Source: an optimization exercise on an open RTL-to-GDS flow (aim: small area and a short achievable clock period). Production flows keep margins and buffers that such runs may drop.
Where RTL was checked, it was by simulation tests only, not by an equivalence proof against the original.
Function not checked in run 7: the RTL went through the layout flow alone.
Power is estimated from default activity; no workload was simulated.

==> flow/design.v <==
module wb_trace_fifo #(
  parameter int XLEN  = 32,
  parameter int DEPTH = 16,
  parameter int CNT_W = 32
) (
  input  logic                     clk,
  input  logic                     rst_n,
  input  logic                     wb_have_inst,
  input  logic [XLEN-1:0]          wb_pc,
  input  logic                     wb_ena,
  input  logic [4:0]               wb_reg,
  input  logic [XLEN-1:0]          wb_value,
  input  logic [1:0]               trace_mode,
  input  logic                     flush,
  input  logic                     clr_ovf,
  output logic                     out_valid,
  input  logic                     out_ready,
  output logic [CNT_W-1:0]         out_seq,
  output logic [XLEN-1:0]          out_pc,
  output logic                     out_ena,
  output logic [4:0]               out_reg,
  output logic [XLEN-1:0]          out_value,
  output logic [$clog2(DEPTH):0]   level,
  output logic                     overflow,
  output logic [CNT_W-1:0]         drop_cnt,
  output logic [CNT_W-1:0]         retired
);
  localparam int AW = $clog2(DEPTH);
  localparam int EW = CNT_W + XLEN + 1 + 5 + XLEN;
  localparam int SD = DEPTH - 1;           
  logic [EW-1:0] mem [SD];
  logic [EW-1:0] hd;
  logic [EW-1:0] din;
  logic [EW-1:0] rdata;
  logic [SD-1:0] wr_oh;
  logic [SD-1:0] rd_oh;
  logic qual, full, pop, push, drop;
  logic le1;                               
  logic st_push, st_pop;
  always_comb begin
    qual = 1'b0;
    case (trace_mode)
      2'd1:    qual = wb_have_inst;
      2'd2:    qual = wb_have_inst & wb_ena;
      2'd3:    qual = wb_have_inst & wb_ena & (wb_reg != 5'd0);
      default: qual = 1'b0;
    endcase
  end
  assign full = level[AW];
  assign pop  = out_valid & out_ready & ~flush;
  assign push = qual & (~full | pop) & ~flush;
  assign drop = qual & ~push & ~flush;
  assign din = {retired, wb_pc, wb_ena, wb_reg, wb_value};
  assign st_push = push & ~(~out_valid | (le1 & pop));
  assign st_pop  = pop & ~le1;
  always_ff @(posedge clk or negedge rst_n) begin
    if (!rst_n) begin
      level     <= '0;
      out_valid <= 1'b0;
      le1       <= 1'b1;
      wr_oh     <= {{(SD-1){1'b0}}, 1'b1};
      rd_oh     <= {{(SD-1){1'b0}}, 1'b1};
    end else if (flush) begin
      level     <= '0;
      out_valid <= 1'b0;
      le1       <= 1'b1;
      wr_oh     <= {{(SD-1){1'b0}}, 1'b1};
      rd_oh     <= {{(SD-1){1'b0}}, 1'b1};
    end else begin
      if (push & ~pop) begin
        level     <= level + 1'b1;
        out_valid <= 1'b1;
        le1       <= ~out_valid;
      end else if (pop & ~push) begin
        level     <= level - 1'b1;
        out_valid <= (level != 5'd1);
        le1       <= (level <= 5'd2);
      end
      if (st_push) wr_oh <= {wr_oh[SD-2:0], wr_oh[SD-1]};
      if (st_pop)  rd_oh <= {rd_oh[SD-2:0], rd_oh[SD-1]};
    end
  end
  always_ff @(posedge clk) begin
    for (int i = 0; i < SD; i++) begin
      if (wr_oh[i] & (~full | out_ready)) mem[i] <= din;
    end
  end
  always_comb begin
    rdata = '0;
    for (int i = 0; i < SD; i++) begin
      rdata = rdata | ({EW{rd_oh[i]}} & mem[i]);
    end
  end
  always_ff @(posedge clk) begin
    if (~out_valid | out_ready) hd <= le1 ? din : rdata;
  end
  assign {out_seq, out_pc, out_ena, out_reg, out_value} = hd;
  always_ff @(posedge clk or negedge rst_n) begin
    if (!rst_n) begin
      retired <= '0;
    end else if (wb_have_inst) begin
      retired <= retired + 1'b1;
    end
  end
  always_ff @(posedge clk or negedge rst_n) begin
    if (!rst_n) begin
      overflow <= 1'b0;
      drop_cnt <= '0;
    end else if (clr_ovf) begin
      overflow <= drop;
      drop_cnt <= drop ? {{(CNT_W-1){1'b0}}, 1'b1} : '0;
    end else if (drop) begin
      overflow <= 1'b1;
      if (drop_cnt != '1) drop_cnt <= drop_cnt + 1'b1;
    end
  end
endmodule
==> flow/run.sh <==
#!/bin/bash
# synth_recipe.tcl (not shown) runs the flow's synth.tcl, then flattens the netlist and writes it again
# the make line also repeats each setting of config.mk as NAME=value (left out here)
make -C /OpenROAD-flow-scripts/flow DESIGN_CONFIG=/design/flow/config.mk WORK_HOME=/design/flow/orfs CLKGATE_MAP_FILE= SYNTH_SCRIPT=/design/flow/synth_recipe.tcl finish
==> flow/config.mk <==
export PLATFORM = sky130hd
export DESIGN_NAME = wb_trace_fifo
export DESIGN_NICKNAME = wb_trace_fifo
export VERILOG_FILES = /design/flow/design.v
export SDC_FILE = /design/flow/constraint.sdc
export NUM_CORES = 4
export LEC_CHECK = 0
export CAP_MARGIN = 20
export CORE_MARGIN = 2
export CORE_UTILIZATION = 40
export SLEW_MARGIN = 20
==> flow/constraint.sdc <==
create_clock -name core_clock -period 4.5 [get_ports {clk}]
set_input_delay 0.9000 -clock core_clock [delete_from_list [all_inputs] [get_ports {clk}]]
set_output_delay 0.9000 -clock core_clock [all_outputs]
set_load 0.01 [all_outputs]
==> results of run 1 <==
==> cell families after synthesis <==
group | after synthesis
xor+xnor | 60
mux | 5
simple gates | 560
fa+ha+maj | 6
compound gates | 981
buf+inv | 330
flops | 1734
==> state kept, by name, summed over array words and instances, names as in the netlist <==
| name | flops |
|---|---|
| drop_cnt | 32 |
| hd | 102 |
| wr_oh | 15 |
| out_valid | 1 |
| retired | 32 |
| overflow | 1 |
| le1 | 1 |
| rd_oh | 15 |
| mem | 1530 |
| level | 5 |
==> where the power goes <==
group          switching [mW]  internal, mW  leakage [nW]
logic                   0.792         0.580          4.83
clock network            6.11          7.89          2.70
registers               0.369          18.1          16.2
==> worst paths after layout <==
kind / start / end / slack, ns
max reg2reg: rd_oh[1]$_DFFE_PN0P_ / hd[77]$_DFFE_PP_ / 1.80
max in group asynchronous: rst_n / rd_oh[2]$_DFFE_PN0P_ / 3.43
max: retired[13]$_DFFE_PN0P_ / retired[13] / 1.07
min reg2reg: retired[15]$_DFFE_PN0P_ / retired[15]$_DFFE_PN0P_ / 0.52
min in group core_clock: retired[15]$_DFFE_PN0P_ / retired[15]$_DFFE_PN0P_ / 0.52
min: rst_n / drop_cnt[22]$_DFFE_PN0P_ / 0.14
==> routing by layer <==
metal / GRT usage [%] / part of all wire, % / vias to the layer above
li1: - / - / 15500
met1: 31.3 / 42 / 19200
met2: 35.0 / 47 / 1781
met3: 4.92 / 8.8 / 237
met4: 5.65 / 2.1 / 0
met5: 0 / 0 / -
==> synth_stat cells, types with 3 or more instances <==
cell and n:
xnor2_1 37, and4_1 3, inv_1 109, nor4_1 3, nand2b_1 29, a221oi_1 20
o21ai_0 36, mux2i_1 3, a22o_1 20, edfxtp_1 1632, nand3_1 45, xor2_1 23
a22oi_1 674, nor3_1 13, and2_1 17, a21oi_1 213, nor3b_1 3, dfstp_2 3
nand2_1 57, buf_4 4, buf_6 3, dfrtp_1 99, buf_1 13, and3_1 8
nor2_1 154, a211oi_1 3, clkbuf_1 196, nand4_1 205, buf_2 4, ha_1 6
==> worst register-to-register path, delay by kind of cell (launching register included) <==
kind                   cells  cell delay (ns)
and+or+nand+nor            2             0.54
AOI/OAI and AO/OA          3             0.64
DFF                        1             0.81
buffers and inverters      1             0.39
==> per-stage QoR <==
step                      cell area, sq um  util, %  cells  total power, mW
after floorplan                      63400        -   3676             19.2
after global placement               69100     43.8   5897             20.2
after detailed placement             69100     43.8   5897             20.2
after CTS                            74600     47.3   6223             34.1
after global routing                 74600     47.3   6224             34.8
final                                74600     47.3   6226             33.8
==> final cells by class <==
cell class                      instances  area [sq um]  area share [%]
Inverter                              109           409           0.549
Timing Repair Buffer                  370          3880            5.20
Multi-Input combinational cell       1612         10600            14.2
Antenna cell                            3          7.51          0.0101
Sequential cell                      1734         51600            69.2
Clock buffer                          222          4670            6.26
Clock inverter                        104           817            1.10
Tap cell                             2072          2590            3.48
==> reports/qor.yml, run 1 <==
run_status:
  status: "complete, no violations"
layout:
  final_common_cell: "edfxtp_1"
  fin_nets: 4087
  area_growth_syn_to_layout_pct: 17.7
  fillCellCount: 13300
  final_cell_mix: "edfxtp_1 (1632), a22oi_1 (674), clkdlybuf4s50_1 (249), a21oi_1 (213), nand4_1 (205)"
  layout-drive-gt1-share_pct: 10.3
detailed_routing:
  drc: 0
  dr.pass1.iters: 5
  vias: 36700
  routedWlPerCell_um: 29.2
  ant_nets: 0
  drt_iter0_drc: 3772
  vias_per_cell: 5.90
  routed_wl_um: 182000
yosys:
  synthesis.nets: 3760
  avgSynthCellArea_sq_um: 17.2
  synth_area_leader_cell: "edfxtp_1"
  synth.area.mux_share_pct: 0.0947
  synth-adder-area-share_pct: 0.118
  synth_top_family_by_area: "compound AO/OA/AOI/OAI gates"
  synth_top_area_share_pct: 77.3
  synth_async_sr_flop_share_pct: 5.88
  yosysUniqueCellTypes: 63
  synth-seq-cells: 1734
  seq_area_frac_synth_pct: 81.3
  synth_compound_gate_area_share_pct: 10.8
  synth-xor-area-share_pct: 0.829
  synth_simple_gate_area_share_pct: 4.77
  netlist_area_sq_mm: 0.0634
  synth-main-ff-cell: "edfxtp_1"
  yosys-top-cells-area: "edfxtp_1 (77%), a22oi_1 (8.0%), dfrtp_1 (3.9%), nand4_1 (2.0%), a21oi_1 (1.7%)"
  syn_inst: 3676
  synth_edf_count: 1632
  yosysWarnings: 2
clock_tree:
  holdBufCountCts: 0
  cts_made_buffers: 176
  h-tree-depth: 4
  root_buffer: "clkbuf_16"
  cts_num_sinks: 1734
  clock_path_buffers: 3
  clk_pin_slew_ns: 0.06
  insertion_delay_ns: 0.81
  cts_resized: 0
  postCtsSetupBuffers: 0
  cts_tree: "yes"
setup_path:
  path_max_fanout: 21
  worstSetupPathType: "register to output port"
  r2r_cells: 6
  cpPeakStageDelay_ns: 0.95
  critPathArrivalTime_ns: 2.53
  critPathLaunchType: "register"
  cp_slowest_cell: "dfrtp_1"
  path_cells: "clkdlybuf4s50_1"
  crit_path_end_kind: "output port"
  cp.depth: 1
  path_buf_inv: 1
  path_delay_family: "flip-flops"
  crit_required_ns: 3.60
die:
  io_pins: 251
  die_area_sq_mm: 0.162
  die_w_um: 402
  core.rowCount: 146
  initial_utilization_pct: 40.2
  core_area_sq_mm: 0.158
  fp.dieH_um: 402
timing:
  final.setup.tns_ns: 0
  slew_violations: 0
  rsz0062_at_grt: "false"
  slew_headroom_pct: 20.7
  clock_skew_ns: 0.0266
  holdWs_ns: 0.140
  finalWorstSetupSlack_ns: 1.07
  hold_viol: 0
  fmax_mhz: 292
  fin_crit_ns: 3.43
  fin_crit_sh_pct: 76.1
  setup_violations: 0
  worst_slew_pin_slew_ns: 1.19
placed_design:
  port_buffers: 250
  dp_slack_ns: 0.756
  place_congestion: 0.788
  hpwl_um: 97400
global_routing:
  grt_pass1_wl_um: 262000
  antenna_found_initial: 3
  grt_pass1_vias: 36900
  grt_overflow: 0
  grt_start_max_net_pins: 103
  grt_util_all_layers_pct: 22.2
run:
  drv_cap: 0
pwr:
  powerDensity_mw_per_mm2: 454
  irDropWorstVdd_uv: 439
  cellLeakagePower_nw: 23.7
worst_hold_path:
  min_path_type: "primary input to asynchronous set/reset pin"
==> run 2, diff against run 1 <==
--- a/flow/config.mk
+++ b/flow/config.mk
@@ -8,4 +8,5 @@
 export CAP_MARGIN = 20
 export CORE_MARGIN = 2
 export CORE_UTILIZATION = 40
+export SETUP_SLACK_MARGIN = 2.0
 export SLEW_MARGIN = 20
==> run 2 against run 1 <==
  * Still clean
  * Flip-flop and latch count stayed put
  * Utilization is 0.71 points higher
  * Synthesized area stayed put
  * Critical path depth stayed put
  * Clock power hardly changed
  * Worst setup slack better by 0.81 ns
  * Clock skew is 0.0041 ns lower
  * Maximum frequency is 31% higher
  * Via count is 3.4% higher
  * Die area stayed put
  * Sequential share of layout area is 0.90 points lower
  * Critical endpoint is now retired[19]
  * Largest cell class unchanged
==> reports/qor.yml, run 2 <==
die:
  die_w_um: 402  # unchanged
  die_area_sq_mm: 0.162  # unchanged
  fp.dieH_um: 402  # unchanged
  core_area_sq_mm: 0.158  # unchanged
  core.rowCount: 146  # unchanged
  initial_utilization_pct: 40.2  # unchanged
  io_pins: 251  # unchanged
global_routing:
  grt_pass1_vias: 37300  # +1.1%
  grt_overflow: 0  # unchanged
  antenna_found_initial: 7  # +4
  grt_util_all_layers_pct: 23.8  # +1.7 points
  grt_pass1_wl_um: 277000  # +5.7%
  grt_start_max_net_pins: 103  # unchanged
setup_path:
  endpoint: "retired[19]"
  critPathLaunchType: "register"
  r2r_start: "retired[5]$_DFFE_PN0P_"
  crit_required_ns: 3.60  # about the same
  r2r-end: "retired[16]$_DFFE_PN0P_"
  r2r_cells: 8  # +2
  ff2ff_setup_slack_ns: 1.98  # +0.18 ns
  worstSetupStartpoint: "retired[19]$_DFFE_PN0P_"
  critPathArrivalTime_ns: 1.71  # -0.82 ns
  path_buf_inv: 1  # unchanged
  crit_path_end_kind: "output port"
  cp.depth: 1  # unchanged
  path_max_fanout: 11  # -48%
  worstSetupPathType: "register to output port"
  cp_slowest_cell: "dfrtp_4"
  cpPeakStageDelay_ns: 0.57  # -0.38 ns
  path_cells: "clkdlybuf4s15_2"
  path_delay_family: "flip-flops"
pwr:
  cellLeakagePower_nw: 24.7  # +4.1%
  irDropWorstVdd_uv: 400  # -9.0%
  powerDensity_mw_per_mm2: 453  # -0.24%
  finalPower_mw: 34.3  # +1.3%
detailed_routing:
  routedWlPerCell_um: 31.2  # +7.0%
  dr.pass1.iters: 5  # unchanged
  met2_length_um: 93700  # +8.8%
  vias: 38000  # +3.4%
  drt_iter0_drc: 4929  # +31%
  wl_met1_um: 79300  # +4.9%
  top_layer: "met5"
  routed_wl_um: 198000  # +8.9%
  ant_nets: 0  # unchanged
  vias_per_cell: 6.00  # +1.7%
  drc: 0  # unchanged
  wl_met3_um: 19100  # +19%
layout:
  fillCellCount: 13300  # -0.20%
  seqCellArea_sq_mm: 0.0517  # +0.18%
  multi_input_area_sq_mm: 0.0107  # +1.0%
  fin_nets: 4191  # +2.5%
  final_cell_mix: "edfxtp_1 (1632), a22oi_1 (674), a21oi_1 (212), nand4_1 (205), clkbuf_16 (182)"
  area_growth_syn_to_layout_pct: 19.4
  final_common_cell: "edfxtp_1"
  layout-drive-gt1-share_pct: 14.1  # +3.8 points
  largest_reg_flops: 1530  # unchanged
timing:
  fin_crit_ns: 2.61  # -0.814 ns
  hold_viol: 0  # unchanged
  rsz0062_at_grt: "true"
  setup_violations: 0  # unchanged
  slew_violations: 0  # unchanged
  slew_headroom_pct: 32.8  # +12 points
  fin_crit_sh_pct: 58.0  # -18 points
  fmax_mhz: 383  # +31%
  finalWorstSetupSlack_ns: 1.89  # +0.814 ns
  worst_slew_pin_slew_ns: 1.01  # -0.181 ns
  final.setup.tns_ns: 0  # unchanged
  clock_skew_ns: 0.0225  # -0.00411 ns
clock_tree:
  clock_path_buffers: 3  # unchanged
  holdBufCountCts: 0  # unchanged
  cts_tree: "yes"
  root_buffer: "clkbuf_16"
  insertion_delay_ns: 0.82  # about the same
  cts_num_sinks: 1734  # unchanged
  clk_pin_slew_ns: 0.06  # about the same
  h-tree-depth: 4  # unchanged
  cts_made_buffers: 177  # +0.57%
yosys:
  synth_area_leader_cell: "edfxtp_1"
  avgSynthCellArea_sq_um: 17.2  # unchanged
  syn_inst: 3676  # unchanged
  synth_edf_count: 1632  # unchanged
  ys_top_cells_by_count: "edfxtp_1 (1632), a22oi_1 (674), a21oi_1 (213)"
  synth-main-ff-cell: "edfxtp_1"
  yosys-top-cells-area: "edfxtp_1 (77%), a22oi_1 (8.0%), dfrtp_1 (3.9%), nand4_1 (2.0%), a21oi_1 (1.7%)"
  netlist_area_sq_mm: 0.0634  # unchanged
  synthesis.nets: 3760  # unchanged
  synth-seq-cells: 1734  # unchanged
  synth_top_area_share_pct: 77.3  # unchanged
  synth_async_sr_flop_share_pct: 5.88  # unchanged
  seq_area_frac_synth_pct: 81.3  # unchanged
  yosysUniqueCellTypes: 63  # unchanged
  yosysWarnings: 2  # unchanged
  yosysMostFrequentCell: "edfxtp_1"
placed_design:
  hpwl_um: 96400  # -1.0%
  place_congestion: 0.787  # about the same
  port_buffers: 250  # unchanged
  dp_slack_ns: 0.874  # +0.118 ns
run_status:
  status: "complete, no violations"
run:
  drv_cap: 0  # unchanged
worst_hold_path:
  min_path_type: "primary input to asynchronous set/reset pin"
## run 2: cell counts after synthesis
No cell type changed its count.
## run 2: metrics by stage
step / hold slack [ns] / area, sq um / utilization (%) / instances
after floorplan: 0.471 / 63500 / - / 3676
after global placement: 0.488 / 69000 / 43.7 / 5895
after detailed placement: 0.497 / 69000 / 43.7 / 5895
after CTS: 0.238 / 75400 / 47.8 / 6306
after global routing: 0.293 / 75700 / 48.0 / 6332
final: 0.229 / 75700 / 48.0 / 6333
## run 2: area by class of cell
class                      count  share of cell area (%)
sequential                  1734                    68.3
multi-input combinational   1621                    14.1
clock buffer                 241                    6.37
timing repair buffer         464                    6.16
tap                         2072                    3.42
clock inverter                90                    1.05
inverter                     109                   0.540
antenna                        2                 0.00661
## run 2: timing repair
action / in CTS / in global routing
resized for setup: 355 / 12
pin swaps: 6 / 6
setup buffers: 74 / 20
gates cloned: 6 / 5
endpoints found under the setup margin: 384 / 442
## run 2: power breakdown
group | switching, mW | internal (mW) | leakage (nW)
Clock | 6.12 | 8.16 | 2.73
Combinational | 1.10 | 0.614 | 5.83
Sequential | 0.148 | 18.1 | 16.2
Total | 7.37 | 26.9 | 24.7
## run 2: routing by layer
layer | up-vias | track usage (%)
met5 | - | 0
met4 | 2 | 7.02
met3 | 274 | 5.36
met2 | 2067 | 38.1
met1 | 19900 | 32.8
li1 | 15700 | -
## run 2: logic make-up after synthesis
kind of cell	after synthesis	share of synthesized area (%)
flops	1734	81.3
compound gates	981	10.8
simple gates	560	4.77
buf+inv	330	2.04
xor+xnor	60	0.829
fa+ha+maj	6	0.118
mux	5	0.0948
## run 2: how the worst min path moves through the flow
stage,end,slack (ns),cells after the start
6_report,retired[3]$_DFFE_PN0P_,0.23,1
5_1_grt,retired[6]$_DFFE_PN0P_,0.29,1
4_1_cts,retired[6]$_DFFE_PN0P_,0.24,1
3_5_place_dp,wr_oh[6]$_DFFE_PN0P_,0.50,2
3_3_place_gp,wr_oh[3]$_DFFE_PN0P_,0.49,2
2_1_floorplan,wr_oh[10]$_DFFE_PN0P_,0.47,2
==> run 3, diff against run 2 <==
--- a/flow/config.mk
+++ b/flow/config.mk
@@ -5,6 +5,7 @@
 export SDC_FILE = /design/flow/constraint.sdc
 export NUM_CORES = 4
 export LEC_CHECK = 0
+export ABC_CLOCK_PERIOD_IN_PS = 2000
 export CAP_MARGIN = 20
 export CORE_MARGIN = 2
 export CORE_UTILIZATION = 40
==> run 3 against run 2 <==
  * Still clean on timing, DRC and antenna
  * First-iteration DRC count stayed put
  * Clock power hardly changed
  * Critical path depth stayed put
  * Synthesized area stayed put
  * Register-to-register slack hardly changed
  * Sequential power hardly changed
  * Global-route usage stayed put
  * Clock skew stayed put
  * Utilization stayed put
  * Sequential share of layout area stayed put
  * Largest cell class unchanged
==> reports/qor.yml, run 3 <==
timing:
  slew_violations: 0  # unchanged
  clock_skew_ns: 0.0225  # unchanged
  slew_headroom_pct: 32.8  # unchanged
  worst_slew_pin_slew_ns: 1.01  # unchanged
  fmax_mhz: 383  # unchanged
  final.setup.tns_ns: 0  # unchanged
  hold_viol: 0  # unchanged
  holdWs_ns: 0.229  # unchanged
  finalWorstSetupSlack_ns: 1.89  # unchanged
  rsz0062_at_grt: "true"
  setup_violations: 0  # unchanged
  fin_crit_ns: 2.61  # unchanged
  fin_crit_sh_pct: 58.0  # unchanged
layout:
  fin_nets: 4191  # unchanged
  fillCellCount: 13300  # unchanged
  final_cell_mix: "edfxtp_1 (1632), a22oi_1 (674), a21oi_1 (212), nand4_1 (205), clkbuf_16 (182)"
  final_common_cell: "edfxtp_1"
  post-route-util_pct: 48.0  # unchanged
  layout-drive-gt1-share_pct: 14.1  # unchanged
  largest_reg_flops: 1530  # unchanged
  area_growth_syn_to_layout_pct: 19.4  # unchanged
die:
  core.rowCount: 146  # unchanged
  io_pins: 251  # unchanged
  core_area_sq_mm: 0.158  # unchanged
  initial_utilization_pct: 40.2  # unchanged
  die_w_um: 402  # unchanged
  die_area_sq_mm: 0.162  # unchanged
  fp.dieH_um: 402  # unchanged
setup_path:
  worstSetupPathType: "register to output port"
  path_cells: "clkdlybuf4s15_2"
  crit_path_end_kind: "output port"
  path_max_fanout: 11  # unchanged
  ff2ff_setup_slack_ns: 1.98  # about the same
  cp_slowest_cell: "dfrtp_4"
  critPathLaunchType: "register"
  path_delay_family: "flip-flops"
  critPathArrivalTime_ns: 1.71  # about the same
  path_buf_inv: 1  # unchanged
  cpPeakStageDelay_ns: 0.57  # about the same
  crit_required_ns: 3.60  # about the same
clock_tree:
  clock_path_buffers: 3  # unchanged
  root_buffer: "clkbuf_16"
  cts_tree: "yes"
  h-tree-depth: 4  # unchanged
  cts_made_buffers: 177  # unchanged
  clk_pin_slew_ns: 0.06  # about the same
  holdBufCountCts: 0  # unchanged
  cts_num_sinks: 1734  # unchanged
  insertion_delay_ns: 0.82  # about the same
global_routing:
  grt_util_all_layers_pct: 23.8  # unchanged
  grt_start_max_net_pins: 103  # unchanged
  grt_pass1_wl_um: 277000  # unchanged
  antenna_found_initial: 7  # unchanged
  grt_pass1_vias: 37300  # unchanged
  grt_overflow: 0  # unchanged
yosys:
  seq_area_frac_synth_pct: 81.3  # unchanged
  yosysUniqueCellTypes: 63  # unchanged
  synth-main-ff-cell: "edfxtp_1"
  synthesis.nets: 3760  # unchanged
  synth_edf_count: 1632  # unchanged
  synth-seq-cells: 1734  # unchanged
  ys_top_cells_by_count: "edfxtp_1 (1632), a22oi_1 (674), a21oi_1 (213)"
  yosysMostFrequentCell: "edfxtp_1"
  synth_area_leader_cell: "edfxtp_1"
  avgSynthCellArea_sq_um: 17.2  # unchanged
  netlist_area_sq_mm: 0.0634  # unchanged
  synth_top_area_share_pct: 77.3  # unchanged
  syn_inst: 3676  # unchanged
  synth_async_sr_flop_share_pct: 5.88  # unchanged
  yosys-top-cells-area: "edfxtp_1 (77%), a22oi_1 (8.0%), dfrtp_1 (3.9%), nand4_1 (2.0%), a21oi_1 (1.7%)"
  yosysWarnings: 2  # unchanged
pwr:
  powerDensity_mw_per_mm2: 453  # unchanged
  irDropWorstVdd_uv: 400  # unchanged
  cellLeakagePower_nw: 24.7  # unchanged
run:
  drv_cap: 0  # unchanged
placed_design:
  port_buffers: 250  # unchanged
  dp_slack_ns: 0.874  # unchanged
  place_congestion: 0.787  # unchanged
  hpwl_um: 96400  # unchanged
detailed_routing:
  drt_iter0_drc: 4929  # unchanged
  ant_nets: 0  # unchanged
  vias_per_cell: 6.00  # unchanged
  drc: 0  # unchanged
  dr.pass1.iters: 5  # unchanged
  routed_wl_um: 198000  # unchanged
  routedWlPerCell_um: 31.2  # unchanged
  vias: 38000  # unchanged
run_status:
  status: "complete, no violations"
worst_hold_path:
  min_path_type: "primary input to asynchronous set/reset pin"
run 3: layer usage:
layer / wire length [um] / up-vias / GRT usage [%]
met2: 93700 / 2067 / 38.1
li1: - / 15700 / -
met3: 19100 / 274 / 5.36
met5: 18 / - / 0
met4: 5560 / 2 / 7.02
met1: 79300 / 19900 / 32.8
run 3: worst register-to-register path: stages (launching register included):
cell	delay, ns
dfrtp_4	0.46
buf_4	0.18
buf_4	0.18
inv_1	0.12
nor4_1	0.69
nand2_1	0.23
nor2_1	0.23
nand4_1	0.14
xnor2_1	0.14
run 3: cells by family after synthesis:
kind of cell             count (synthesis)  share of synthesized area [%]
AO/OA/AOI/OAI                          981                           10.8
XOR/XNOR                                60                          0.829
adder cells (fa/ha/maj)                  6                          0.118
buffers and inverters                  330                           2.04
flip-flops                            1734                           81.3
multiplexers                             5                         0.0948
AND/OR/NAND/NOR                        560                           4.77
run 3: final timing paths:
path | start | to | cells past startpoint
setup / recovery | retired[19]$_DFFE_PN0P_ | retired[19] | 1
hold / removal | rst_n | retired[3]$_DFFE_PN0P_ | 1
setup reg to reg | retired[5]$_DFFE_PN0P_ | retired[16]$_DFFE_PN0P_ | 8
hold reg to reg | wr_oh[10]$_DFFE_PN0P_ | wr_oh[11]$_DFFE_PN0P_ | 2
max in group asynchronous | rst_n | drop_cnt[14]$_DFFE_PN0P_ | 2
min in group core_clock | wr_oh[10]$_DFFE_PN0P_ | wr_oh[11]$_DFFE_PN0P_ | 2
run 3: stage by stage:
stage	cells	total power, mW	instance area, sq um
floorplan	3676	19.2	63500
global placement	5895	20.2	69000
detailed placement	5895	20.2	69000
CTS	6306	34.5	75400
global route	6332	35.2	75700
finish	6333	34.3	75700
run 3: what timing repair did:
action                     in CTS  in global routing
gates cloned                    6                  5
hold endpoints to repair        0                  0
pin swaps                       6                  6
setup buffers                  74                 20
setup endpoints to repair     384                442
gates resized for setup       355                 12
run 3: cell type report:
class / count / area (sq um) / share of cell area [%]
Sequential cell: 1734 / 51700 / 68.3
Multi-Input combinational cell: 1621 / 10700 / 14.1
Clock buffer: 241 / 4820 / 6.37
Timing Repair Buffer: 464 / 4670 / 6.16
Tap cell: 2072 / 2590 / 3.42
Clock inverter: 90 / 792 / 1.05
Inverter: 109 / 409 / 0.540
Antenna cell: 2 / 5.00 / 0.00661
run 3: power by group:
group	leakage, nW	internal, mW	switching [mW]	total [mW]
clock network	2.73	8.16	6.12	14.3
registers	16.2	18.1	0.148	18.3
logic	5.83	0.614	1.10	1.71
total	24.7	26.9	7.37	34.3
==> run 4, diff against run 3 <==
==> flow/config.mk (replaced) <==
export PLATFORM = sky130hd
export DESIGN_NAME = wb_trace_fifo
export DESIGN_NICKNAME = wb_trace_fifo
export VERILOG_FILES = /design/flow/design.v
export SDC_FILE = /design/flow/constraint.sdc
export NUM_CORES = 4
export LEC_CHECK = 0
export CAP_MARGIN = 20
export CORE_MARGIN = 2
export CORE_UTILIZATION = 60
export PLACE_DENSITY = 0.7
export SETUP_SLACK_MARGIN = 2.5
export SLEW_MARGIN = 20
==> run 4 against run 3 <==
  * Still clean
  * Hold slack got worse by 0.19 ns
  * Global-route usage rose by 12 points
  * Worst setup slack gained 0.26 ns
  * First-iteration DRC count up 21%
  * Final area grew 0.79%
  * Via count is 4.9% higher
  * Routed wire length fell by 1.1%
  * Synthesized cell count is the same
  * Flip-flop and latch count is the same
  * Utilization increased by 25 points
  * Synthesized area stayed put
  * Combinational power increased by 3%
==> reports/qor.yml, run 4 <==
die:
  initial_utilization_pct: 60.4  # +20 points
  core.rowCount: 119  # -18%
  io_pins: 251  # unchanged
  die_w_um: 329  # -18%
  die_area_sq_mm: 0.108  # -33%
  core_area_sq_mm: 0.105  # -33%
  fp.dieH_um: 329  # -18%
detailed_routing:
  routedWlPerCell_um: 33.9  # +8.5%
  vias_per_cell: 6.91  # +15%
  dr.pass1.iters: 6  # +1
  ant_nets: 0  # unchanged
  routed_wl_um: 196000  # -1.1%
  drc: 0  # unchanged
  drt_iter0_drc: 5955  # +21%
  vias: 39900  # +4.9%
clock_tree:
  clk_pin_slew_ns: 0.06  # about the same
  holdBufCountCts: 0  # unchanged
  cts_made_buffers: 168  # -5.1%
  insertion_delay_ns: 0.79  # -0.03 ns
  cts_num_sinks: 1734  # unchanged
  root_buffer: "clkbuf_16"
  cts_tree: "yes"
  clock_path_buffers: 3  # unchanged
  h-tree-depth: 4  # unchanged
pwr:
  cellLeakagePower_nw: 25.2  # +2.1%
  clock_power_share_pct: 39.9  # -1.8 points
  p_int_mw: 26.1  # -2.8%
  powerDensity_mw_per_mm2: 437  # -3.5%
  sw_frac_of_total_pct: 21.6  # +0.095 points
  sequentialPowerShare_pct: 54.9  # +1.6 points
  finalPower_mw: 33.3  # -2.7%
  combPwrFrac_pct: 5.3  # +0.3 points
  irDropWorstVdd_uv: 347  # -13%
  power_switching_mw: 7.20  # -2.3%
timing:
  slew_headroom_pct: 42.8  # +10 points
  setup_violations: 0  # unchanged
  fmax_mhz: 425  # +11%
  worst_slew_pin_slew_ns: 0.858  # -0.150 ns
  hold_viol: 0  # unchanged
  slew_violations: 0  # unchanged
  fin_crit_ns: 2.35  # -0.259 ns
  final.setup.tns_ns: 0  # unchanged
  rsz0062_at_grt: "true"
  fin_crit_sh_pct: 52.3  # -5.7 points
  clock_skew_ns: 0.0270  # +0.00455 ns
global_routing:
  grt_pass1_wl_um: 276000  # -0.16%
  grt_util_all_layers_pct: 36.1  # +12 points
  grt_start_max_net_pins: 55  # -47%
  antenna_found_initial: 9  # +2
  grt_pass1_vias: 39100  # +4.8%
  grt_overflow: 0  # unchanged
setup_path:
  cpPeakStageDelay_ns: 0.53  # -0.04 ns
  critPathArrivalTime_ns: 1.45  # -0.26 ns
  cp_slowest_cell: "dfrtp_4"
  crit_path_end_kind: "output port"
  path_delay_family: "flip-flops"
  path_max_fanout: 4  # -7
  path_cells: "buf_6"
  path_buf_inv: 1  # unchanged
  crit_required_ns: 3.60  # about the same
  worstSetupPathType: "register to output port"
  critPathLaunchType: "register"
yosys:
  yosysWarnings: 2  # unchanged
  synth-seq-cells: 1734  # unchanged
  seq_area_frac_synth_pct: 81.3  # unchanged
  netlist_area_sq_mm: 0.0634  # unchanged
  synth_area_leader_cell: "edfxtp_1"
  synth_top_area_share_pct: 77.3  # unchanged
  synth-main-ff-cell: "edfxtp_1"
  yosysUniqueCellTypes: 63  # unchanged
  yosysMostFrequentCell: "edfxtp_1"
  yosys-top-cells-area: "edfxtp_1 (77%), a22oi_1 (8.0%), dfrtp_1 (3.9%), nand4_1 (2.0%), a21oi_1 (1.7%)"
  synth_async_sr_flop_share_pct: 5.88  # unchanged
  ys_top_cells_by_count: "edfxtp_1 (1632), a22oi_1 (674), a21oi_1 (213)"
  syn_inst: 3676  # unchanged
  avgSynthCellArea_sq_um: 17.2  # unchanged
  synthesis.nets: 3760  # unchanged
  synth_edf_count: 1632  # unchanged
layout:
  largest_reg_flops: 1530  # unchanged
  area_growth_syn_to_layout_pct: 20.4
  final_common_cell: "edfxtp_1"
  fin_nets: 4318  # +3.0%
  final_cell_mix: "edfxtp_1 (1632), a22oi_1 (673), buf_4 (216), a21oi_1 (207), nand4_1 (205)"
  layout-drive-gt1-share_pct: 21.9  # +7.8 points
  fillCellCount: 6330  # -52%
worst_hold_path:
  min_path_type: "primary input to asynchronous set/reset pin"
run:
  drv_cap: 0  # unchanged
run_status:
  status: "complete, no violations"
placed_design:
  port_buffers: 250  # unchanged
  hpwl_um: 89300  # -7.4%
  place_congestion: 0.815  # +3.5%
-- run 4: changes by cell type in the layout (fill, tap and decap cells not counted), sizes merged, moves of 2 or more --
| cell | delta |
|---|---|
| buf | +284 |
| bufbuf | +2 |
| bufinv | -5 |
| clkbuf | -8 |
| clkdlybuf4s15 | -11 |
| clkdlybuf4s50 | -7 |
| clkinv | -7 |
| diode | +6 |
| dlygate4sd2 | -133 |
| dlymetal6s2s | -2 |
| inv | -3 |
| nand3 | +2 |
-- run 4: cell type report --
cell class | count | area [sq um] | share of cell area (%)
well taps | 1391 | 1740 | 2.28
inverters | 109 | 417 | 0.546
clock buffers | 233 | 4500 | 5.90
repair buffers | 597 | 5970 | 7.82
flip-flops and latches | 1734 | 51700 | 67.8
diodes | 8 | 20.0 | 0.0262
multi-input cells | 1624 | 11300 | 14.8
clock inverters | 75 | 639 | 0.838
-- run 4: stage by stage --
step | setup slack [ns] | util, % | instance area, sq um | hold WS (ns) | std cells
2_1_floorplan | 2.00 | - | 63600 | 0.472 | 3676
3_3_place_gp | 1.01 | 65.0 | 68200 | 0.493 | 5200
3_5_place_dp | 0.993 | 65.0 | 68200 | 0.504 | 5200
4_1_cts | 2.13 | 71.8 | 75400 | 0.0231 | 5707
5_1_grt | 2.13 | 72.7 | 76300 | 0.0496 | 5767
6_report | 2.15 | 72.7 | 76300 | 0.0392 | 5771
-- run 4: logic make-up (layout without fill, tap and decap cells) --
group | count (synthesis) | in the layout | share of synthesized area, %
flip-flops | 1734 | 1734 | 81.3
XOR/XNOR | 60 | 60 | 0.829
adder cells (fa/ha/maj) | 6 | 6 | 0.118
AO/OA/AOI/OAI | 981 | 981 | 10.8
AND/OR/NAND/NOR | 560 | 572 | 4.77
multiplexers | 5 | 5 | 0.0948
buffers and inverters | 330 | 1014 | 2.04
other | 0 | 8 | 0
-- run 4: worst register-to-register path: cells and delay by family, from the launching register on --
family,cells,cell delay (ns)
DFF,1,0.64
AOI/OAI and AO/OA,2,0.50
and+or+nand+nor,2,0.46
buffers and inverters,1,0.25
-- run 4: path summary, 6_finish.rpt --
| kind | startpoint | to | slack, ns | cells past startpoint |
|---|---|---|---|---|
| min in group core_clock | wb_reg[4] | mem[12][36]$_DFFE_PP_ | 0.51 | 1 |
| min reg2reg | wr_oh[10]$_DFFE_PN0P_ | wr_oh[11]$_DFFE_PN0P_ | 0.52 | 2 |
| max | retired[10]$_DFFE_PN0P_ | retired[10] | 2.15 | 1 |
| max reg2reg | rd_oh[13]$_DFFE_PN0P_ | hd[89]$_DFFE_PP_ | 2.39 | 5 |
| min | rst_n | drop_cnt[7]$_DFFE_PN0P_ | 0.04 | 1 |
| max in group asynchronous | rst_n | retired[4]$_DFFE_PN0P_ | 3.48 | 2 |
-- run 4: timing repair --
| action | 4_1_cts | 5_1_grt |
|---|---|---|
| gates resized for setup | 924 | 91 |
| endpoints found under the setup margin | 1784 | 237 |
| pin swaps | 33 | 38 |
| hold endpoints to repair | 0 | 0 |
| setup buffers | 185 | 54 |
| gates cloned | 14 | 2 |
-- run 4: power groups by stage --
| stage | logic (mW) | registers [mW] | clock network [mW] |
|---|---|---|---|
| floorplan | 0.458 | 18.7 | 0 |
| global placement | 1.32 | 18.8 | 0 |
| detailed placement | 1.33 | 18.8 | 0 |
| CTS | 1.70 | 18.3 | 13.3 |
| global route | 1.87 | 18.3 | 13.9 |
| finish | 1.76 | 18.3 | 13.3 |
-- run 4: per-layer routing --
layer	track usage (%)	vias to the layer above	share of wire, %	routed length, um
li1	-	16000	-	-
met1	49.6	20200	35	68700
met2	57.0	3089	47	92400
met3	7.95	546	13	25400
met4	14.3	8	4.5	8850
met5	0	-	0.042	82
==> run 5, diff against run 4 <==
--- a/flow/design.v
+++ b/flow/design.v
@@ -49,7 +49,7 @@
   assign full = level[AW];
   assign pop  = out_valid & out_ready & ~flush;
   assign push = qual & (~full | pop) & ~flush;
-  assign drop = qual & ~push & ~flush;
+  assign drop = qual & full & ~out_ready & ~flush;
   assign din = {retired, wb_pc, wb_ena, wb_reg, wb_value};
   assign st_push = push & ~(~out_valid | (le1 & pop));
   assign st_pop  = pop & ~le1;
@@ -102,16 +102,20 @@
       retired <= retired + 1'b1;
     end
   end
+  logic [CNT_W-1:0] dc_nodrop, dc_drop;
+  always_comb begin
+    dc_nodrop = clr_ovf ? '0 : drop_cnt;
+    if (clr_ovf)                dc_drop = {{(CNT_W-1){1'b0}}, 1'b1};
+    else if (drop_cnt == '1)    dc_drop = drop_cnt;
+    else                        dc_drop = drop_cnt + 1'b1;
+  end
   always_ff @(posedge clk or negedge rst_n) begin
     if (!rst_n) begin
       overflow <= 1'b0;
       drop_cnt <= '0;
-    end else if (clr_ovf) begin
-      overflow <= drop;
-      drop_cnt <= drop ? {{(CNT_W-1){1'b0}}, 1'b1} : '0;
-    end else if (drop) begin
-      overflow <= 1'b1;
-      if (drop_cnt != '1) drop_cnt <= drop_cnt + 1'b1;
+    end else begin
+      overflow <= drop | (overflow & ~clr_ovf);
+      drop_cnt <= drop ? dc_drop : dc_nodrop;
     end
   end
 endmodule
--- a/flow/config.mk
+++ b/flow/config.mk
@@ -7,7 +7,9 @@
 export LEC_CHECK = 0
 export CAP_MARGIN = 20
 export CORE_MARGIN = 2
-export CORE_UTILIZATION = 60
-export PLACE_DENSITY = 0.7
-export SETUP_SLACK_MARGIN = 2.5
+export CORE_UTILIZATION = 72
+export CTS_CLUSTER_DIAMETER = 100
+export CTS_CLUSTER_SIZE = 25
+export PLACE_DENSITY = 0.8
+export SETUP_SLACK_MARGIN = 2.3
 export SLEW_MARGIN = 20
==> run 5 against run 4 <==
  * Hold slack improved by 0.29 ns
  * Critical path depth did not move
  * Routed wire length decreased by 0.51%
==> reports/qor.yml, run 5 <==
pwr:
  irDropWorstVdd_uv: 357  # +2.8%
  finalPower_mw: 28.0  # -16%
  powerDensity_mw_per_mm2: 389  # -11%
  cellLeakagePower_nw: 23.1  # -8.5%
setup_path:
  crit_path_end_kind: "output port"
  path_delay_family: "flip-flops"
  worstSetupPathType: "register to output port"
  path_max_fanout: 1  # -3
  critPathLaunchType: "register"
  crit_required_ns: 3.60  # about the same
  ff2ff_setup_slack_ns: 2.15  # -0.24 ns
  cpPeakStageDelay_ns: 0.58  # +0.05 ns
  path_buf_inv: 1  # unchanged
  cp_slowest_cell: "edfxtp_1"
  path_cells: "buf_6"
  critPathArrivalTime_ns: 1.47  # +0.02 ns
global_routing:
  antenna_found_initial: 8  # -1
  grt_pass1_vias: 39700  # +1.7%
  grt_overflow: 0  # unchanged
  grt_start_max_net_pins: 85  # +55%
  grt_util_all_layers_pct: 43.1  # +7.0 points
  grt_pass1_wl_um: 274000  # -0.83%
timing:
  setup_violations: 0  # unchanged
  slew_violations: 0  # unchanged
  clock_skew_ns: 0.0470  # +0.0200 ns
  worst_slew_pin_slew_ns: 0.967  # +0.109 ns
  holdWs_ns: 0.332  # +0.293 ns
  slew_headroom_pct: 35.5  # -7.3 points
  final.setup.tns_ns: 0  # unchanged
  rsz0062_at_grt: "true"
  hold_viol: 0  # unchanged
  fin_crit_sh_pct: 52.6  # +0.32 points
  fmax_mhz: 423  # -0.61%
  fin_crit_ns: 2.37  # +0.0144 ns
yosys:
  ys_top_cells_by_count: "edfxtp_1 (1632), a22oi_1 (662), a21oi_1 (211)"
  avgSynthCellArea_sq_um: 17.3  # +0.18%
  synth-main-ff-cell: "edfxtp_1"
  yosysWarnings: 2  # unchanged
  yosysUniqueCellTypes: 56  # -11%
  synth-seq-cells: 1734  # unchanged
  synthesis.nets: 3745  # -0.40%
  syn_inst: 3661  # -0.41%
  synth_area_leader_cell: "edfxtp_1"
  synth_top_area_share_pct: 77.5  # +0.18 points
  yosysMostFrequentCell: "edfxtp_1"
  synth_edf_count: 1632  # unchanged
  synth_async_sr_flop_share_pct: 5.88  # unchanged
  seq_area_frac_synth_pct: 81.5  # +0.19 points
  yosys-top-cells-area: "edfxtp_1 (77%), a22oi_1 (7.9%), dfrtp_1 (3.9%), nand4_1 (2.0%), a21oi_1 (1.7%)"
  netlist_area_sq_mm: 0.0632  # -0.23%
layout:
  largest_reg_flops: 1530  # unchanged
  fin_nets: 4149  # -3.9%
  layout-drive-gt1-share_pct: 16.6  # -5.3 points
  seqCellArea_sq_mm: 0.0517  # about the same
  multi_input_area_sq_mm: 0.0109  # -3.5%
  final_common_cell: "edfxtp_1"
  area_growth_syn_to_layout_pct: 13.6
  fillCellCount: 4026  # -36%
  final_cell_mix: "edfxtp_1 (1632), a22oi_1 (661), a21oi_1 (210), nand4_1 (199), buf_4 (173)"
detailed_routing:
  drt_iter0_drc: 7333  # +23%
  vias: 40200  # +0.93%
  routedWlPerCell_um: 37.0  # +9.2%
  drc: 0  # unchanged
  vias_per_cell: 7.65  # +11%
  routed_wl_um: 195000  # -0.51%
  ant_nets: 0  # unchanged
  dr.pass1.iters: 10  # +4
clock_tree:
  clock_path_buffers: 3  # unchanged
  cts_num_sinks: 1734  # unchanged
  cts_made_buffers: 79  # -53%
  clk_pin_slew_ns: 0.11  # +0.05 ns
  cts_tree: "yes"
  root_buffer: "clkbuf_16"
  insertion_delay_ns: 0.69  # -0.10 ns
  h-tree-depth: 3  # -1
die:
  fp.dieH_um: 300  # -8.7%
  die_w_um: 300  # -8.7%
  core.rowCount: 108  # -9.2%
  io_pins: 251  # unchanged
  die_area_sq_mm: 0.0902  # -17%
  core_area_sq_mm: 0.0869  # -17%
  initial_utilization_pct: 72.8  # +12 points
placed_design:
  port_buffers: 250  # unchanged
  hpwl_um: 94500  # +5.8%
  place_congestion: 0.873  # +7.1%
run:
  drv_cap: 0  # unchanged
run_status:
  status: "complete, no violations"
worst_hold_path:
  min_path_type: "primary input to asynchronous set/reset pin"
==> run 5: per-layer routing <==
layer	routed length, um	track usage [%]
met1	60000	57.1
met2	90900	67.5
met4	12400	24.0
met5	62	0
met3	31100	9.78
==> run 5: worst paths after layout <==
| path | to | from | cells after the start |
|---|---|---|---|
| worst max-delay path | out_value[25] | hd[25]$_DFFE_PP_ | 1 |
| worst min-delay path | drop_cnt[28]$_DFFE_PN0P_ | rst_n | 1 |
| worst max register to register | hd[85]$_DFFE_PP_ | rd_oh[11]$_DFFE_PN0P_ | 6 |
| worst min register to register | overflow$_DFF_PN0_ | overflow$_DFF_PN0_ | 1 |
| max in group asynchronous | retired[8]$_DFFE_PN0P_ | rst_n | 2 |
| min in group core_clock | overflow$_DFF_PN0_ | overflow$_DFF_PN0_ | 1 |
==> run 5: cell type report <==
class,count,area share (%)
Antenna cell,10,0.0348
Clock buffer,106,3.04
Clock inverter,3,0.0574
Inverter,108,0.564
Multi-Input combinational cell,1611,15.1
Sequential cell,1734,72.0
Tap cell,1155,2.01
Timing Repair Buffer,531,7.14
==> run 5: power breakdown <==
part | leakage [nW] | switching [mW] | internal, mW | total, mW
Combinational | 6.09 | 1.05 | 0.573 | 1.62
Sequential | 15.9 | 0.144 | 18.0 | 18.2
Clock | 1.08 | 4.71 | 3.43 | 8.14
==> run 5: logic make-up after synthesis <==
logic type / synth area share, %
and+or+nand+nor: 4.71
buffers and inverters: 1.94
xor gates and xnor gates: 0.762
muxes: 0.109
DFF: 81.5
adders and majority gates: 0.119
AOI/OAI and AO/OA: 10.8
==> run 5: what timing repair did <==
item,CTS,global route
setup endpoints to repair,1878,155
pin swaps,19,15
hold endpoints to repair,0,0
hold buffers,0,0
gates resized for setup,769,94
gates cloned,8,1
setup buffers,146,28
==> run 5: per-stage QoR <==
stage	utilization, %	setup WS [ns]	cells	area, sq um
final	82.7	2.13	5258	71900
after global routing	82.7	2.07	5249	71800
after CTS	82.3	2.15	5219	71500
after detailed placement	78.0	0.586	4956	67800
after global placement	78.0	0.668	4956	67800
after floorplan	-	1.95	3661	63400
==> run 6, diff against run 5 <==
--- a/flow/config.mk
+++ b/flow/config.mk
@@ -7,9 +7,9 @@
 export LEC_CHECK = 0
 export CAP_MARGIN = 20
 export CORE_MARGIN = 2
-export CORE_UTILIZATION = 72
+export CORE_UTILIZATION = 60
 export CTS_CLUSTER_DIAMETER = 100
 export CTS_CLUSTER_SIZE = 25
-export PLACE_DENSITY = 0.8
+export PLACE_DENSITY = 0.7
 export SETUP_SLACK_MARGIN = 2.3
 export SLEW_MARGIN = 20
==> run 6 against run 5 <==
  * Still clean on timing, DRC and antenna
  * Routed wire length fell by 3.2%
  * Clock skew is 0.011 ns lower
  * Register-to-register slack better by 0.15 ns
  * Highest routed layer unchanged
  * Via count down 3.9%
==> reports/qor.yml, run 6 <==
timing:
  hold_viol: 0  # unchanged
  fin_crit_ns: 2.29  # -0.0774 ns
  slew_headroom_pct: 43.3  # +7.7 points
  worst_slew_pin_slew_ns: 0.848  # -0.119 ns
  slew_violations: 0  # unchanged
  finalWorstSetupSlack_ns: 2.21  # +0.0774 ns
  fin_crit_sh_pct: 50.9  # -1.7 points
  clock_skew_ns: 0.0365  # -0.0105 ns
  final.setup.tns_ns: 0  # unchanged
  holdWs_ns: 0.284  # -0.0479 ns
  rsz0062_at_grt: "true"
  setup_violations: 0  # unchanged
  fmax_mhz: 437  # +3.4%
setup_path:
  r2r-end: "drop_cnt[23]$_DFFE_PN0P_"
  critPathLaunchType: "register"
  path_max_fanout: 3  # +2
  r2r_cells: 9  # +3
  crit_required_ns: 3.60  # about the same
  ff2ff_setup_slack_ns: 2.30  # +0.15 ns
  worstSetupPathType: "register to output port"
  crit_path_end_kind: "output port"
  critPathArrivalTime_ns: 1.39  # -0.08 ns
  r2r_start: "drop_cnt[0]$_DFFE_PN0P_"
yosys:
  synth-main-ff-cell: "edfxtp_1"
  synthesis.nets: 3745  # unchanged
  synth.area.mux_share_pct: 0.109  # unchanged
  yosysUniqueCellTypes: 56  # unchanged
  netlist_area_sq_mm: 0.0632  # unchanged
  synth_edf_count: 1632  # unchanged
  yosysMostFrequentCell: "edfxtp_1"
  synth-xor-area-share_pct: 0.762  # unchanged
  syn_inst: 3661  # unchanged
  ys_top_cells_by_count: "edfxtp_1 (1632), a22oi_1 (662), a21oi_1 (211)"
  seq_area_frac_synth_pct: 81.5  # unchanged
  synth-seq-cells: 1734  # unchanged
  avgSynthCellArea_sq_um: 17.3  # unchanged
  yosys-top-cells-area: "edfxtp_1 (77%), a22oi_1 (7.9%), dfrtp_1 (3.9%), nand4_1 (2.0%), a21oi_1 (1.7%)"
  synth-adder-area-share_pct: 0.119  # unchanged
  yosysWarnings: 2  # unchanged
  synth_area_leader_cell: "edfxtp_1"
  synth_simple_gate_area_share_pct: 4.71  # unchanged
  synth_top_family_by_area: "compound AO/OA/AOI/OAI gates"
  synth_top_area_share_pct: 77.5  # unchanged
  synth_compound_gate_area_share_pct: 10.8  # unchanged
  synth_async_sr_flop_share_pct: 5.88  # unchanged
layout:
  final_cell_mix: "edfxtp_1 (1632), a22oi_1 (662), a21oi_1 (209), nand4_1 (199), buf_4 (178)"
  seqCellArea_sq_mm: 0.0517  # about the same
  layout-drive-gt1-share_pct: 17.2  # +0.62 points
  stdcell_area_sq_mm: 0.0723  # +0.57%
  multi_input_area_sq_mm: 0.0108  # -0.85%
  fin_nets: 4158  # +0.22%
  area_growth_syn_to_layout_pct: 14.3
  largest_reg_flops: 1530  # unchanged
  fillCellCount: 6720  # +67%
  post-route-util_pct: 68.9  # -14 points
  final_common_cell: "edfxtp_1"
pwr:
  powerDensity_mw_per_mm2: 387  # -0.45%
  sw_frac_of_total_pct: 21.2  # +0.024 points
  clock_power_share_pct: 29.3  # +0.2 points
  combPwrFrac_pct: 5.8  # about the same
  cellLeakagePower_nw: 23.2  # +0.47%
  p_int_mw: 22.1  # about the same
  sequentialPowerShare_pct: 64.9  # -0.2 points
  power_switching_mw: 5.92  # +0.24%
  irDropWorstVdd_uv: 239  # -33%
placed_design:
  hpwl_um: 90200  # -4.5%
  place_congestion: 0.802  # -8.2%
  placed_area_sq_mm: 0.0681  # +0.39%
  dp_slack_ns: 0.639  # +0.0523 ns
  port_buffers: 250  # unchanged
die:
  io_pins: 251  # unchanged
  die_area_sq_mm: 0.108  # +20%
  core.rowCount: 119  # +10%
  initial_utilization_pct: 60.2  # -13 points
  die_w_um: 329  # +9.4%
  fp.dieH_um: 329  # +9.4%
  core_area_sq_mm: 0.105  # +21%
clock_tree:
  cts_made_buffers: 79  # unchanged
  h-tree-depth: 3  # unchanged
  cts_num_sinks: 1734  # unchanged
  clk_pin_slew_ns: 0.10  # about the same
  cts_tree: "yes"
  insertion_delay_ns: 0.70  # about the same
  root_buffer: "clkbuf_16"
  clock_path_buffers: 3  # unchanged
run:
  drv_cap: 0  # unchanged
detailed_routing:
  vias: 38700  # -3.9%
  routedWlPerCell_um: 34.2  # -7.6%
  dr.pass1.iters: 6  # -4
  drc: 0  # unchanged
  routed_wl_um: 188000  # -3.2%
  vias_per_cell: 7.02  # -8.3%
  ant_nets: 0  # unchanged
  drt_iter0_drc: 6236  # -15%
run_status:
  status: "complete, no violations"
global_routing:
  antenna_found_initial: 5  # -3
  grt_pass1_wl_um: 267000  # -2.5%
  grt_overflow: 0  # unchanged
  grt_util_all_layers_pct: 34.7  # -8.4 points
  grt_start_max_net_pins: 80  # -5.9%
  grt_pass1_vias: 37300  # -6.0%
worst_hold_path:
  min_path_type: "primary input to asynchronous set/reset pin"
[run 6: cell types whose count changed in the layout (fill, tap and decap cells not counted), sizes merged, moves of 2 or more]
cell and delta:
buf +56, bufbuf +3, clkbuf -21, clkdlybuf4s15 -23, clkinv +2, diode -3, dlygate4sd2 -2
[run 6: per-stage QoR]
step           power (mW)  instances
2_1_floorplan        19.1       3661
3_3_place_gp         20.0       5181
3_5_place_dp         20.0       5181
4_1_cts              27.9       5468
5_1_grt              28.6       5500
6_report             28.0       5507
[run 6: cell families after synthesis]
kind of cell | after synthesis
buf+inv | 323
xor+xnor | 55
flops | 1734
compound gates | 980
fa+ha+maj | 6
simple gates | 557
mux | 6
[run 6: timing repair]
action | 4_1_cts | 5_1_grt
hold buffers | 0 | 0
pin swaps | 22 | 19
buffers inserted | 160 | 32
resized for setup | 862 | 60
gates cloned | 11 | 0
setup endpoints to repair | 1876 | 93
[run 6: worst max-delay path by stage]
stage	start	cells past startpoint	to	slack, ns
after floorplan	wb_reg[0]	5	level[4]$_DFFE_PN0P_	1.95
after detailed placement	out_ready	4	mem[11][15]$_DFFE_PP_	0.64
after CTS	wb_reg[0]	7	level[4]$_DFFE_PN0P_	2.18
after global routing	retired[10]$_DFFE_PN0P_	2	retired[10]	2.20
after global placement	out_ready	4	mem[11][15]$_DFFE_PP_	0.67
final	retired[10]$_DFFE_PN0P_	2	retired[10]	2.21
[run 6: power by group through the flow]
stage | Sequential [mW] | Clock [mW] | Combinational, mW
global placement | 18.7 | 0 | 1.28
global route | 18.2 | 8.73 | 1.71
floorplan | 18.7 | 0 | 0.402
finish | 18.2 | 8.20 | 1.61
detailed placement | 18.7 | 0 | 1.28
CTS | 18.2 | 8.21 | 1.55
[run 6: cell type report]
cell class                 instances  area share [%]
sequential                      1734            71.6
multi-input combinational       1610            14.9
timing repair buffer             541            7.38
clock buffer                     111            3.05
tap                             1391            2.41
inverter                         108           0.561
clock inverter                     5          0.0640
antenna                            7          0.0242
[run 6: per-layer routing]
metal	global-route usage [%]	routed length, um	vias up
li1	-	-	15600
met1	49.6	69400	19800
met2	54.6	88500	2925
met3	6.56	23900	401
met4	11.9	6480	4
met5	0	28	-
[run 6: worst max-delay path, cell delays in order (launching register included)]
cell and delay, ns:
dfrtp_2 0.44, buf_12 0.15, buf_6 0.11
==> run 7, diff against run 6 <==
==> flow/design.v (replaced) <==
module wb_trace_fifo #(
  parameter int XLEN  = 32,
  parameter int DEPTH = 16,
  parameter int CNT_W = 32
) (
  input  logic                     clk,
  input  logic                     rst_n,
  input  logic                     wb_have_inst,
  input  logic [XLEN-1:0]          wb_pc,
  input  logic                     wb_ena,
  input  logic [4:0]               wb_reg,
  input  logic [XLEN-1:0]          wb_value,
  input  logic [1:0]               trace_mode,
  input  logic                     flush,
  input  logic                     clr_ovf,
  output logic                     out_valid,
  input  logic                     out_ready,
  output logic [CNT_W-1:0]         out_seq,
  output logic [XLEN-1:0]          out_pc,
  output logic                     out_ena,
  output logic [4:0]               out_reg,
  output logic [XLEN-1:0]          out_value,
  output logic [$clog2(DEPTH):0]   level,
  output logic                     overflow,
  output logic [CNT_W-1:0]         drop_cnt,
  output logic [CNT_W-1:0]         retired
);
  localparam int AW = $clog2(DEPTH);
  typedef struct packed {
    logic [CNT_W-1:0] seq;
    logic [XLEN-1:0]  pc;
    logic             ena;
    logic [4:0]       rd;
    logic [XLEN-1:0]  value;
  } entry_t;
  localparam int EW = CNT_W + XLEN + 1 + 5 + XLEN;
  logic [EW-1:0] mem [DEPTH];
  logic [AW:0] wr_ptr;
  logic [AW:0] rd_ptr;
  logic qual;
  logic full;
  logic pop;
  logic push;
  logic drop;
  always_comb begin
    qual = 1'b0;
    case (trace_mode)
      2'd1:    qual = wb_have_inst;
      2'd2:    qual = wb_have_inst & wb_ena;
      2'd3:    qual = wb_have_inst & wb_ena & (wb_reg != 5'd0);
      default: qual = 1'b0;
    endcase
  end
  assign level     = wr_ptr - rd_ptr;
  assign out_valid = (level != '0);
  assign full      = (wr_ptr[AW] != rd_ptr[AW]) &&
                     (wr_ptr[AW-1:0] == rd_ptr[AW-1:0]);
  assign pop  = out_valid & out_ready & ~flush;
  assign push = qual & (~full | pop) & ~flush;
  assign drop = qual & ~push & ~flush;
  always_ff @(posedge clk or negedge rst_n) begin
    if (!rst_n) begin
      wr_ptr <= '0;
      rd_ptr <= '0;
    end else if (flush) begin
      wr_ptr <= '0;
      rd_ptr <= '0;
    end else begin
      if (push) wr_ptr <= wr_ptr + 1'b1;
      if (pop)  rd_ptr <= rd_ptr + 1'b1;
    end
  end
  always_ff @(posedge clk) begin
    if (push) begin
      mem[wr_ptr[AW-1:0]] <= {retired, wb_pc, wb_ena, wb_reg, wb_value};
    end
  end
  always_ff @(posedge clk or negedge rst_n) begin
    if (!rst_n) begin
      retired <= '0;
    end else if (wb_have_inst) begin
      retired <= retired + 1'b1;
    end
  end
  always_ff @(posedge clk or negedge rst_n) begin
    if (!rst_n) begin
      overflow <= 1'b0;
      drop_cnt <= '0;
    end else if (clr_ovf) begin
      overflow <= drop;
      drop_cnt <= drop ? {{(CNT_W-1){1'b0}}, 1'b1} : '0;
    end else if (drop) begin
      overflow <= 1'b1;
      if (drop_cnt != '1) drop_cnt <= drop_cnt + 1'b1;
    end
  end
  entry_t head;
  assign head      = mem[rd_ptr[AW-1:0]];
  assign out_seq   = head.seq;
  assign out_pc    = head.pc;
  assign out_ena   = head.ena;
  assign out_reg   = head.rd;
  assign out_value = head.value;
endmodule
==> flow/config.mk (replaced) <==
export PLATFORM = sky130hd
export DESIGN_NAME = wb_trace_fifo
export DESIGN_NICKNAME = wb_trace_fifo
export VERILOG_FILES = /design/flow/design.v
export SDC_FILE = /design/flow/constraint.sdc
export NUM_CORES = 4
export LEC_CHECK = 0
export CAP_MARGIN = 20
export CORE_MARGIN = 2
export CORE_UTILIZATION = 40
export SLEW_MARGIN = 20
==> run 7 against run 6 <==
  * Total power grew 45%
  * Routed wire length decreased by 20%
  * Largest power group unchanged
  * Synthesized cell count shrank 27%
  * Critical path depth up 3
  * Sequential power decreased by 2%
  * Flip-flop and latch count shrank 27
  * Maximum frequency down 48%
  * Via count down 24%
  * Utilization fell by 21 points
  * Register-to-register slack worse by 0.75 ns
  * Global-route usage is 16 points lower
  * Clock power rose by 77%
==> reports/qor.yml, run 7 <==
die:
  core.rowCount: 147  # +24%
  io_pins: 251  # unchanged
  initial_utilization_pct: 40.4  # -20 points
  die_area_sq_mm: 0.166  # +53%
  die_w_um: 407  # +24%
  core_area_sq_mm: 0.161  # +53%
  fp.dieH_um: 407  # +24%
yosys:
  synth-seq-cells: 1707  # -1.6%
  synth_compound_gate_area_share_pct: 0.483  # -10 points
  avgSynthCellArea_sq_um: 24.4  # +41%
  synthesis.nets: 2751  # -27%
  seq_area_frac_synth_pct: 78.3  # -3.2 points
  syn_inst: 2661  # -27%
  yosysUniqueCellTypes: 50  # -11%
  yosysWarnings: 1  # -1
  synth_top_family_by_area: "multiplexers"
  ys_top_cells_by_count: "edfxtp_1 (1632), mux4_2 (510), dfrtp_1 (75)"
  yosys-top-cells-area: "edfxtp_1 (75%), mux4_2 (18%), dfrtp_1 (2.9%), xor2_1 (0.49%), clkbuf_1 (0.40%)"
  synth_edf_count: 1632  # unchanged
  synth-adder-area-share_pct: 0.243  # +0.12 points
  synth_simple_gate_area_share_pct: 1.46  # -3.3 points
  synth_top_area_share_pct: 75.4  # -2.1 points
  synth.area.mux_share_pct: 17.7  # +18 points
  synth_area_leader_cell: "edfxtp_1"
  synth-main-ff-cell: "edfxtp_1"
  netlist_area_sq_mm: 0.0650  # +2.7%
  yosysMostFrequentCell: "edfxtp_1"
  synth_async_sr_flop_share_pct: 4.39  # -1.5 points
  synth-xor-area-share_pct: 0.863  # +0.10 points
setup_path:
  worstSetupPathType: "register to output port"
  r2r_cells: 8  # -1
  critPathLaunchType: "register"
  crit_required_ns: 3.60  # about the same
  path_max_fanout: 32  # +29
  crit_path_end_kind: "output port"
  critPathArrivalTime_ns: 3.48  # +2.09 ns
placed_design:
  place_congestion: 0.772  # -3.7%
  hpwl_um: 80000  # -11%
  port_buffers: 250  # unchanged
clock_tree:
  cts_tree: "yes"
  clock_path_buffers: 3  # unchanged
  insertion_delay_ns: 0.82  # +0.12 ns
  clk_pin_slew_ns: 0.06  # -0.04 ns
  cts_num_sinks: 1707  # -1.6%
  holdBufCountCts: 0  # unchanged
  h-tree-depth: 4  # +1
  root_buffer: "clkbuf_16"
  cts_made_buffers: 177  # +120%
pwr:
  sequentialPowerShare_pct: 44.0  # -21 points
  finalPower_mw: 40.5  # +45%
  power_switching_mw: 9.96  # +68%
  powerDensity_mw_per_mm2: 525  # +36%
  cellLeakagePower_nw: 23.9  # +3.2%
  sw_frac_of_total_pct: 24.6  # +3.5 points
  irDropWorstVdd_uv: 409  # +71%
  clock_power_share_pct: 35.9  # +6.6 points
  p_int_mw: 30.5  # +38%
  combPwrFrac_pct: 20.1  # +14 points
worst_hold_path:
  min_path_type: "primary input to asynchronous set/reset pin"
layout:
  final_common_cell: "edfxtp_1"
  fillCellCount: 12800  # +90%
  area_growth_syn_to_layout_pct: 18.7
  layout-drive-gt1-share_pct: 28.1  # +11 points
  post-route-util_pct: 47.9  # -21 points
  final_cell_mix: "edfxtp_1 (1632), mux4_2 (510), clkdlybuf4s50_1 (231), clkbuf_16 (181), dfrtp_1 (71)"
  fin_nets: 3136  # -25%
  largest_reg_flops: 1632  # +6.7%
detailed_routing:
  vias_per_cell: 5.50  # -22%
  drc: 0  # unchanged
  ant_nets: 0  # unchanged
  routedWlPerCell_um: 28.1  # -18%
  routed_wl_um: 150000  # -20%
  dr.pass1.iters: 7  # +1
  vias: 29500  # -24%
  drt_iter0_drc: 2648  # -58%
global_routing:
  busiest_layer: "met2"
  grt_overflow: 0  # unchanged
  grt_pass1_wl_um: 219000  # -18%
  grt_start_max_net_pins: 105  # +31%
  grt_pass1_vias: 31400  # -16%
  grt.met1_usage_pct: 24.6  # -25 points
  grtUsageMet3_pct: 3.53  # -3.0 points
  grt_util_all_layers_pct: 18.4  # -16 points
  antenna_found_initial: 21  # +16
  gr-usage-met2_pct: 31.1  # -23 points
timing:
  setup_violations: 0  # unchanged
  slew_headroom_pct: 39.1  # -4.2 points
  worst_slew_pin_slew_ns: 0.914  # +0.0653 ns
  slew_violations: 0  # unchanged
  fin_crit_sh_pct: 97.3  # +46 points
  clock_skew_ns: 0.0631  # +0.0266 ns
  fmax_mhz: 228  # -48%
  rsz0062_at_grt: "true"
  fin_crit_ns: 4.38  # +2.09 ns
  hold_viol: 0  # unchanged
run_status:
  status: "complete, no violations"
run:
  drv_cap: 0  # unchanged
[run 7: cell types whose count changed after synthesis, moves of 28 or more]
cell      delta
nand4_1    -177
a21oi_1    -199
a22oi_1    -662
nand2b_1    -28
mux4_2     +510
buf_2       +42
inv_1       -96
nor2_1     -104
clkbuf_1   -118
[run 7: final cells by class]
cell class / count / area (sq um) / area share, %
Timing Repair Buffer: 333 / 3950 / 5.12
Sequential cell: 1707 / 50900 / 66.0
Tap cell: 2160 / 2700 / 3.50
Antenna cell: 3 / 7.51 / 0.00973
Inverter: 13 / 56.3 / 0.0730
Multi-Input combinational cell: 814 / 13700 / 17.7
Clock buffer: 209 / 4620 / 5.99
Clock inverter: 116 / 1230 / 1.59
[run 7: power groups by stage]
stage	sequential, mW	combinational, mW	clock (mW)
final	17.8	8.15	14.5
after global routing	17.8	8.72	15.5
after CTS	17.8	8.34	14.9
after detailed placement	18.1	8.20	0
after global placement	18.1	8.11	0
after floorplan	18.0	5.21	0
[run 7: kinds of logic (layout without fill, tap and decap cells)]
kind of cell / Yosys count / count (layout)
other: 0 / 3
multiplexers: 513 / 513
XOR/XNOR: 64 / 64
AND/OR/NAND/NOR: 174 / 174
adder cells (fa/ha/maj): 12 / 12
flip-flops: 1707 / 1707
buffers and inverters: 140 / 671
AO/OA/AOI/OAI: 51 / 51
[run 7: worst max-delay path, stage by stage (launching register included)]
cell             delay [ns]
dfrtp_4                0.59
buf_12                 0.25
buf_16                 0.27
mux4_2                 0.56
mux4_2                 0.48
clkdlybuf4s50_1        0.51
[run 7: repair_timing]
| action | 4_1_cts | 5_1_grt |
|---|---|---|
| gates cloned | 1 | 2 |
| setup buffers | 3 | 0 |
| resized for setup | 7 | 21 |
| pin swaps | 0 | 0 |
| setup endpoints to repair | 45 | 23 |
[run 7: worst paths after layout]
check,slack [ns],to,from
max in group asynchronous,3.42,retired[26]$_DFFE_PN0P_,rst_n
max reg2reg,1.55,mem[1][99]$_DFFE_PP_,wr_ptr[3]$_DFFE_PN0P_
min,0.19,retired[12]$_DFFE_PN0P_,rst_n
min in group core_clock,0.55,overflow$_DFFE_PN0P_,overflow$_DFFE_PN0P_
min reg2reg,0.55,overflow$_DFFE_PN0P_,overflow$_DFFE_PN0P_
max,0.12,out_seq[9],rd_ptr[0]$_DFFE_PN0P_
[run 7: stage by stage]
stage	instances	hold WS [ns]	cell area [sq um]	TNS, ns	setup WS, ns
finish	5355	0.188	77100	0	0.123
global route	5352	0.204	77100	-0.0271	-0.0109
CTS	5350	0.131	77000	-0.0192	-0.00769
detailed placement	5021	0.540	71100	0	0.544
global placement	5021	0.543	71100	0	0.639
floorplan	2661	0.525	65100	-246.20	-0.265
[run 7: metal layers]
metal | part of all wire [%] | up-vias
li1 | - | 12300
met1 | 41 | 16100
met2 | 51 | 897
met3 | 6.2 | 209
met4 | 1.7 | 22
met5 | 0.078 | -

## what the ideal ports hide
The flow's constraints put no driver on any port. The routed layouts listed below were extracted and timed again, unchanged, in two steps.
Step 1 sets driving cells, clkbuf_16 on the clock port and buf_2 on the other inputs (assumed; they add their load-dependent delay and slew).
Step 2 also shifts input and output timing later by t, the mid clock arrival at the registers, as if the neighbouring blocks saw the same clock.
a / b / c = no drivers / after step 1 / after step 2; a / b = the first two.
run | t, ns | slack for setup (ns) | hold WS [ns] | latest minus earliest clock arrival (ns)
run 1 | 0.878 | 1.075 / 0.999 / 0.637 | 0.140 / 0.089 / 0.522 | 0.028 / 0.028
run 2 | 0.893 | 1.889 / 1.804 / 1.115 | 0.229 / 0.172 / 0.520 | 0.027 / 0.027
run 3 | 0.893 | 1.889 / 1.804 / 1.115 | 0.229 / 0.172 / 0.520 | 0.027 / 0.027
run 4 | 0.855 | 2.148 / 2.066 / 1.595 | 0.039 / -0.019 / 0.521 | 0.030 / 0.030
run 5 | 0.744 | 2.133 / 2.058 / 1.510 | 0.332 / 0.283 / 0.503 | 0.049 / 0.049
run 6 | 0.761 | 2.211 / 2.135 / 1.462 | 0.284 / 0.237 / 0.542 | 0.037 / 0.036
run 7 | 0.865 | 0.123 / 0.048 / 0.542 | 0.188 / 0.136 / 0.549 | 0.063 / 0.063
After both steps every run listed still meets setup and hold.
